Source: an optimization exercise on an open RTL-to-GDS flow (aim: small area, a short achievable clock period and few clock cycles). Production flows keep margins and buffers that such runs may drop. Function was checked by simulation only, so behaviour that the tests miss may differ from the original. No activity file was given, so power comes from the tool's default toggle rates.

==> flow/design.v <==
`timescale 1ns / 1ps
package asms_pkg;
    localparam int CHAR_W   = 8;
    localparam int RESULT_W = 6;
    localparam logic CMD_QUERY  = 1'b0;
    localparam logic CMD_SOURCE = 1'b1;
    typedef struct packed {
        logic              valid;
        logic              last;
        logic [CHAR_W-1:0] ch;
    } tok_ctrl_t;
endpackage
`timescale 1ns / 1ps
module asms_cell #(
    parameter int COST_W = 6,
    parameter int IDX    = 0
) (
    input  logic              clk,
    input  logic              rst_n,
    input  logic              advance,
    input  logic              clear_all,
    input  logic              load_en,
    input  logic [asms_pkg::CHAR_W-1:0] load_char,
    input  logic [COST_W-1:0] qlen,
    input  logic [asms_pkg::CHAR_W+1:0] tok_in_bits,
    input  logic [COST_W-1:0] above_in,
    input  logic [COST_W-1:0] diag_in,
    output logic [asms_pkg::CHAR_W+1:0] tok_out_bits,
    output logic [COST_W-1:0] above_out,
    output logic [COST_W-1:0] diag_out
);
    localparam logic [COST_W-1:0] IdxC   = COST_W'(IDX);
    localparam logic [COST_W-1:0] ClearC = COST_W'(IDX + 1);
    logic [asms_pkg::CHAR_W-1:0] char_reg;
    logic [COST_W-1:0] cost_reg;
    logic [COST_W-1:0] cost_next;
    asms_pkg::tok_ctrl_t         tok_reg;
    asms_pkg::tok_ctrl_t         tok_in;
    logic [COST_W-1:0] above_reg;
    logic [COST_W-1:0] diag_reg;
    logic              active;
    logic              sub;
    logic [COST_W:0]   del_cost;
    logic [COST_W:0]   ins_cost;
    logic [COST_W:0]   sub_cost;
    logic [COST_W:0]   min_ab;
    logic [COST_W:0]   min_all;
    logic [COST_W-1:0] v;
    assign active = tok_in.valid && (IdxC < qlen);
    assign sub    = (char_reg != tok_in.ch);
    always_comb
    begin
        del_cost = {1'b0, cost_reg} + (COST_W+1)'(1);
        ins_cost = {1'b0, above_in} + (COST_W+1)'(1);
        sub_cost = {1'b0, diag_in} + (COST_W+1)'(sub);
        min_ab   = (del_cost < ins_cost) ? del_cost : ins_cost;
        min_all  = (min_ab < sub_cost) ? min_ab : sub_cost;
        v        = min_all[COST_W-1:0];
    end
    always_comb
    begin
        cost_next = cost_reg;
        if (clear_all)
        begin
            cost_next = ClearC;
        end
        else if (advance && active)
        begin
            cost_next = tok_in.last ? ClearC : v;
        end
    end
    always_ff @(posedge clk or negedge rst_n)
    begin
        if (!rst_n)
        begin
            cost_reg <= ClearC;
            tok_reg  <= '0;
        end
        else
        begin
            cost_reg <= cost_next;
            if (advance)
            begin
                tok_reg <= tok_in;
            end
        end
    end
    always_ff @(posedge clk)
    begin
        if (advance)
        begin
            above_reg <= active ? v : above_in;
            diag_reg  <= cost_reg;
        end
    end
    always_ff @(posedge clk)
    begin
        if (load_en)
        begin
            char_reg <= load_char;
        end
    end
    assign tok_in       = tok_in_bits;
    assign tok_out_bits = tok_reg;
    assign above_out = above_reg;
    assign diag_out  = diag_reg;
endmodule
`timescale 1ns / 1ps
module approximate_substring_match_score #(
    parameter int MAX_QUERY = 32
) (
    input  logic                clk,
    input  logic                rst_n,
    input  logic                item_valid,
    output logic                item_ready,
    input  logic                command,
    input  logic [asms_pkg::CHAR_W-1:0] char_code,
    input  logic                last_char,
    output logic                result_valid,
    input  logic                result_ready,
    output logic [asms_pkg::RESULT_W-1:0] match_count,
    output logic [asms_pkg::RESULT_W-1:0] min_distance,
    output logic                query_overflow
);
    localparam int COST_W = $clog2(MAX_QUERY + 1);
    localparam int CNT_W  = $clog2(MAX_QUERY + 2);
    localparam logic [COST_W-1:0] MaxLenC = COST_W'(MAX_QUERY);
    logic [asms_pkg::CHAR_W+1:0] tok_bits    [0:MAX_QUERY];
    logic [COST_W-1:0] above_chain [0:MAX_QUERY];
    logic [COST_W-1:0] diag_chain  [0:MAX_QUERY];
    logic [MAX_QUERY-1:0] load_en;
    logic [COST_W-1:0] qlen_reg, qlen_next;
    logic              ovf_reg, ovf_next;
    logic              complete_reg, complete_next;
    logic [COST_W-1:0] best_reg, best_next;
    logic [CNT_W-1:0]  inflight_reg, inflight_next;
    logic              out_valid_reg;
    logic [asms_pkg::RESULT_W-1:0] match_reg, dist_reg;
    logic              out_ovf_reg;
    logic              advance;
    logic              accept;
    logic              src_accept;
    logic              qry_accept;
    logic              exit_tok;
    logic              exit_last;
    logic              do_store;
    logic [COST_W-1:0] base_len;
    logic [COST_W-1:0] nb;
    assign exit_tok  = tok_bits[MAX_QUERY][asms_pkg::CHAR_W+1];
    assign exit_last = exit_tok && tok_bits[MAX_QUERY][asms_pkg::CHAR_W];
    assign advance   = !(out_valid_reg && !result_ready && exit_last);
    assign item_ready = advance && ((command == asms_pkg::CMD_SOURCE) || (inflight_reg == '0));
    assign accept     = item_valid && item_ready;
    assign src_accept = accept && (command == asms_pkg::CMD_SOURCE);
    assign qry_accept = accept && (command == asms_pkg::CMD_QUERY);
    assign tok_bits[0]    = {src_accept, last_char, char_code};
    assign above_chain[0] = '0;
    assign diag_chain[0]  = '0;
    assign base_len = complete_reg ? '0 : qlen_reg;
    assign do_store = qry_accept && (base_len < MaxLenC);
    always_comb
    begin
        qlen_next     = qlen_reg;
        ovf_next      = ovf_reg;
        complete_next = complete_reg;
        if (qry_accept)
        begin
            ovf_next      = complete_reg ? 1'b0 : ovf_reg;
            complete_next = last_char;
            if (base_len < MaxLenC)
            begin
                qlen_next = base_len + COST_W'(1);
            end
            else
            begin
                qlen_next = base_len;
                ovf_next  = 1'b1;
            end
        end
    end
    genvar g;
    generate
        for (g = 0; g < MAX_QUERY; g++)
        begin : g_cell
            assign load_en[g] = do_store && (base_len == COST_W'(g));
            asms_cell #(
                .COST_W (COST_W),
                .IDX    (g)
            ) u_cell (
                .clk       (clk),
                .rst_n     (rst_n),
                .advance   (advance),
                .clear_all (qry_accept),
                .load_en   (load_en[g]),
                .load_char (char_code),
                .qlen      (qlen_reg),
                .tok_in_bits (tok_bits[g]),
                .above_in  (above_chain[g]),
                .diag_in   (diag_chain[g]),
                .tok_out_bits(tok_bits[g+1]),
                .above_out (above_chain[g+1]),
                .diag_out  (diag_chain[g+1])
            );
        end
    endgenerate
    assign nb = ((qlen_reg != '0) && (above_chain[MAX_QUERY] < best_reg)) ?
                above_chain[MAX_QUERY] : best_reg;
    always_comb
    begin
        best_next = best_reg;
        if (qry_accept)
        begin
            best_next = qlen_next;
        end
        else if (advance && exit_tok)
        begin
            best_next = exit_last ? qlen_reg : nb;
        end
    end
    always_comb
    begin
        inflight_next = inflight_reg;
        if (src_accept && !(advance && exit_tok))
        begin
            inflight_next = inflight_reg + CNT_W'(1);
        end
        else if (!src_accept && advance && exit_tok)
        begin
            inflight_next = inflight_reg - CNT_W'(1);
        end
    end
    always_ff @(posedge clk or negedge rst_n)
    begin
        if (!rst_n)
        begin
            qlen_reg      <= '0;
            ovf_reg       <= 1'b0;
            complete_reg  <= 1'b0;
            best_reg      <= '0;
            inflight_reg  <= '0;
            out_valid_reg <= 1'b0;
        end
        else
        begin
            qlen_reg     <= qlen_next;
            ovf_reg      <= ovf_next;
            complete_reg <= complete_next;
            best_reg     <= best_next;
            inflight_reg <= inflight_next;
            if (advance && exit_last)
            begin
                out_valid_reg <= 1'b1;
            end
            else if (result_ready)
            begin
                out_valid_reg <= 1'b0;
            end
        end
    end
    always_ff @(posedge clk)
    begin
        if (advance && exit_last)
        begin
            match_reg   <= asms_pkg::RESULT_W'(qlen_reg - nb);
            dist_reg    <= asms_pkg::RESULT_W'(nb);
            out_ovf_reg <= ovf_reg;
        end
    end
    assign result_valid   = out_valid_reg;
    assign match_count    = match_reg;
    assign min_distance   = dist_reg;
    assign query_overflow = out_ovf_reg;
endmodule
==> flow/run.sh <==
#!/bin/bash
# synth_recipe.tcl (not shown) runs the flow's synth.tcl, then flattens the netlist and writes it again
# the make line also repeats each setting of config.mk as NAME=value (left out here)
make -C /OpenROAD-flow-scripts/flow DESIGN_CONFIG=/design/flow/config.mk WORK_HOME=/design/flow/orfs CLKGATE_MAP_FILE= SYNTH_SCRIPT=/design/flow/synth_recipe.tcl finish
==> flow/config.mk <==
export PLATFORM = sky130hd
export DESIGN_NAME = approximate_substring_match_score
export DESIGN_NICKNAME = approximate_substring_match_score
export VERILOG_FILES = /design/flow/design.v
export SDC_FILE = /design/flow/constraint.sdc
export NUM_CORES = 4
export LEC_CHECK = 0
export CAP_MARGIN = 20
export CORE_MARGIN = 2
export CORE_UTILIZATION = 40
export SLEW_MARGIN = 20
==> flow/constraint.sdc <==
create_clock -name core_clock -period 5.5 [get_ports {clk}]
set_input_delay 1.1000 -clock core_clock [delete_from_list [all_inputs] [get_ports {clk}]]
set_output_delay 1.1000 -clock core_clock [all_outputs]
set_load 0.01 [all_outputs]
==> run summary <==
layer usage:
| layer | track usage [%] | routed length, µm |
|---|---|---|
| met3 | 2.54 | 6230 |
| met1 | 26.1 | 76900 |
| met4 | 5.39 | 3940 |
| met2 | 31.7 | 78600 |
| met5 | 0 | 0 |
per-stage QoR:
step                      total power [mW]  instances  util, %
after floorplan                       35.2       6623        -
after global placement                41.3       8769     42.0
after detailed placement              41.9       8770     42.0
after CTS                             51.0       9016     44.5
after global routing                  55.0       9017     44.5
final                                 50.8       9017     44.5
cells in the final DEF (no fill, tap or decap), drive strengths merged, types with 22 or more instances in the layout:
cell,n
clkinv,29
inv,340
dfstp,81
nand2,1410
a21o,70
o21a,41
o21ai,377
nand2b,37
nor4,99
mux2i,220
o211ai,27
nand4,37
a211oi,87
and3,152
nor2,242
or3,26
clkbuf,192
nand3,310
mux2,121
xor2,454
buf,50
a31oi,22
nor3,74
a22o,23
dfrtp,444
edfxtp,647
xnor2,194
ha,499
a21oi,230
kinds of logic after synthesis:
family	count (synthesis)	share of synthesized area, %
other	1	0.00551
DFF	1172	48.0
adders and majority gates	501	9.24
buffers and inverters	468	2.63
muxes	341	5.27
xor gates and xnor gates	648	8.34
and+or+nand+nor	2443	16.1
AOI/OAI and AO/OA	1045	10.4
power by group:
group	switching [mW]	total (mW)	internal, mW	leakage [nW]
Combinational	16.0	27.9	11.9	17.9
Sequential	2.41	14.0	11.6	12.6
Clock	3.67	8.85	5.18	2.11
cell type report:
cell class,count,area (µm²),area share (%)
antenna,1,2.50,0.00332
inverter,328,1240,1.64
sequential,1172,32700,43.4
tap,2218,2780,3.68
multi-input combinational,4983,33600,44.6
clock buffer,192,3770,5.00
clock inverter,54,568,0.754
timing repair buffer,69,666,0.884
synth_stat cells, drive strengths merged (13+ instances only):
cell / count
a2111oi: 14
a211o: 14
a211oi: 87
a21o: 70
a21oi: 230
a221oi: 16
a22o: 23
a31oi: 22
and2: 20
and3: 152
buf: 16
clkbuf: 124
dfrtp: 444
dfstp: 81
edfxtp: 647
ha: 499
inv: 327
mux2: 121
mux2i: 220
nand2: 1410
nand2b: 37
nand3: 310
nand4: 37
nor2: 242
nor3: 74
nor4: 99
o2111ai: 17
o211ai: 27
o21a: 41
o21ai: 377
o22a: 18
o31ai: 13
or2: 18
or3: 26
xnor2: 194
xor2: 454
final timing paths:
| check | start | endpoint | slack [ns] | cells past startpoint |
|---|---|---|---|---|
| worst max-delay path | g_cell[10].u_cell.cost_reg[0] | g_cell[10].u_cell.above_reg[2] | 0.58 | 18 |
| worst min-delay path | rst_n | g_cell[1].u_cell.cost_reg[4] | 0.26 | 1 |
| worst max register to register | g_cell[10].u_cell.cost_reg[0] | g_cell[10].u_cell.above_reg[2] | 0.58 | 18 |
| worst min register to register | g_cell[14].u_cell.cost_reg[5] | g_cell[14].u_cell.diag_reg[5] | 0.46 | 0 |
| max in group asynchronous | rst_n | g_cell[14].u_cell.cost_reg[5] | 4.14 | 2 |
| min in group core_clock | g_cell[14].u_cell.cost_reg[5] | g_cell[14].u_cell.diag_reg[5] | 0.46 | 0 |
worst max-delay path: cells and delay by family (launching register included):
family | cells | cell delay (ns)
and+or+nand+nor | 1 | 0.11
buffers and inverters | 2 | 0.14
AOI/OAI and AO/OA | 8 | 1.87
xor gates and xnor gates | 1 | 0.23
muxes | 3 | 0.98
DFF | 1 | 0.62
adders and majority gates | 3 | 0.74
==> run summary <==
Worst setup path
• **data arrival time of the worst path** 5.43 ns
• **data required time of the critical path** 6.02 ns
• **crit path launch type** register
• **endpoint class of the critical path** register
• **Max stage delay cell, worst path** dfstp_2
• **critical path's largest stage delay** 0.62 ns
• **worst path cell trace** ha_1 > nand3_1 > xor2_1 > inv_1 > ha_1 > o21a_1 > o21a_1 > a21o_1 > mux2_2 > inv_1 > ha_1 > a21o_1 > a21o_1 > a211o_1 > a2111oi_4 > a211oi_4 > mux2_4 > mux2_2
• **CP max FO** 8
• **type of the setup path with the least slack** register to register

GRT
• **number of global-route vias before repair** 48600
• **gr usage total** 19.1%
• **initial antenna violation count** 2
• **total grt overflow** 0
• **largest net degree at the start of global routing** 175
• **first-pass GRT wire length** 267000 µm

Placement
• **input/output buffers** 28
• **DP Wirelength** 118000 µm
• **GP Congestion** 0.877
• **pre-CTS WS** 0.619 ns
• **instance area at placement** 0.0710 mm²

Logic synthesis
• **largest cells by area after synthesis** edfxtp_1 29%, dfrtp_1 16%, ha_1 9.2%, nand2_1 7.8%, xor2_1 5.8%
• **YS warnings** 39
• **biggest area consumer among synthesized cells** edfxtp_1
• **synthesized instance count** 6619
• **commonest register cell after synthesis** edfxtp_1
• **Distinct cells, synth** 76
• **share of the synthesized area in the top cell type** 28.6%
• **mean area per synthesized cell** 10.3 µm²
• **fraction of the yosys area taken by sequential cells** 48.0%
• **flip-flop and latch count after synthesis** 1172
• **Netlist Area Pre-Place** 0.0680 mm²
• **async set-or-reset flop fraction in the synthesized netlist** 44.8%
• **number of enable-type register cells in the synthesized netlist** 647

Finish
• **flip-flop count of the largest register, all copies and words added** 312
• **layout-stage area growth over the synthesis result** 10.7%
• **nets** 7201
• **final cell area excluding filler cells** 0.0753 mm²
• **FILL cells** 15900
• **layout cells sized above 1** 8.27%

Timing
• **Final Hold Vio Count** 0
• **slew at the pin closest to its max-slew limit** 1.08 ns
• **Setup violations, final** 0
• **worst setup skew after layout** 0.0289 ns
• **final period demand of the worst path** 4.92 ns
• **setup repair after global routing missed its margin** no
• **Max Slew Vio Count** 0
• **Period Utilization, post-route** 89.4%
• **slack of the critical path** 0.584 ns
• **worst hold margin** 0.263 ns
• **worst relative slew slack** 27.5%
• **Final TNS setup** 0 ns
• **Achievable Freq** 203 MHz

CTS
• **later-pin clock latency in the skew report** 0.76 ns
• **CTS resizes** 0
• **number of setup buffers added after CTS** 0
• **number of levels the H-tree was split into** 4
• **clock slew at the register clock pins of the worst setup and hold paths** 0.06 ns
• **maximum root-to-sink buffer count** 3
• **Clock Sinks** 1172
• **number of buffers created by CTS** 132
• **clock tree from TritonCTS** yes
• **CTS root buffer** clkbuf_16
• **cts hold-fix bufs** 0

Drt
• **detailed-route wire length** 166000 µm
• **vias post-DR** 48200
• **Routed Antenna Nets** 0
• **number of optimization iterations in the first detailed-route pass** 8
• **drt wl/cell** 18.4 µm
• **average via count per standard cell** 5.35
• **number of remaining DRC errors** 0
• **number of DRC markers in iteration 0** 3251

Die
• **number of rows in the core area** 151
• **IO Pins** 29
• **vertical extent of the die** 416 µm
• **initial core utilization** 40.2%
• **floorplan die area** 0.173 mm²
• **Core Area** 0.169 mm²
• **die outline width** 416 µm

Min path
• **kind of path behind the tightest hold check** primary input to async pin

Run status
• **run status** complete, no violations

Job
• **count of max-cap constraint violations** 0

Power
• **Peak VDD IR** 525 µV
• **power density relative to cell area** 674 mW/mm²
• **leakage power summed over all cells** 32.6 nW

Testbench counts, summed over its fixed seeds: cycles 9,520.

==> static timing again, ports no longer ideal <==
Ports are ideal in the flow. The routed layout listed here was re-timed in OpenROAD.
Step 1 assumes that a clkbuf_16 drives the clock port and a buf_2 every other input.
Step 2 times the ports against the registers' clock, not the clock port: input delays grow and output delays shrink by t, the midpoint of the rising clock arrivals with the driver on.
Three values: ideal ports, drivers, drivers and shift; two values: the first two.
t (ns): 0.839
setup WS [ns]: 0.584 / 0.584 / 0.584
hold WS [ns]: 0.263 / 0.230 / 0.460
cell pins on the clock port's net: 1
After both steps setup and hold are still met in this run. The setup slack of this run moves by 0.000 ns with the drivers and by 0.000 ns with both steps.
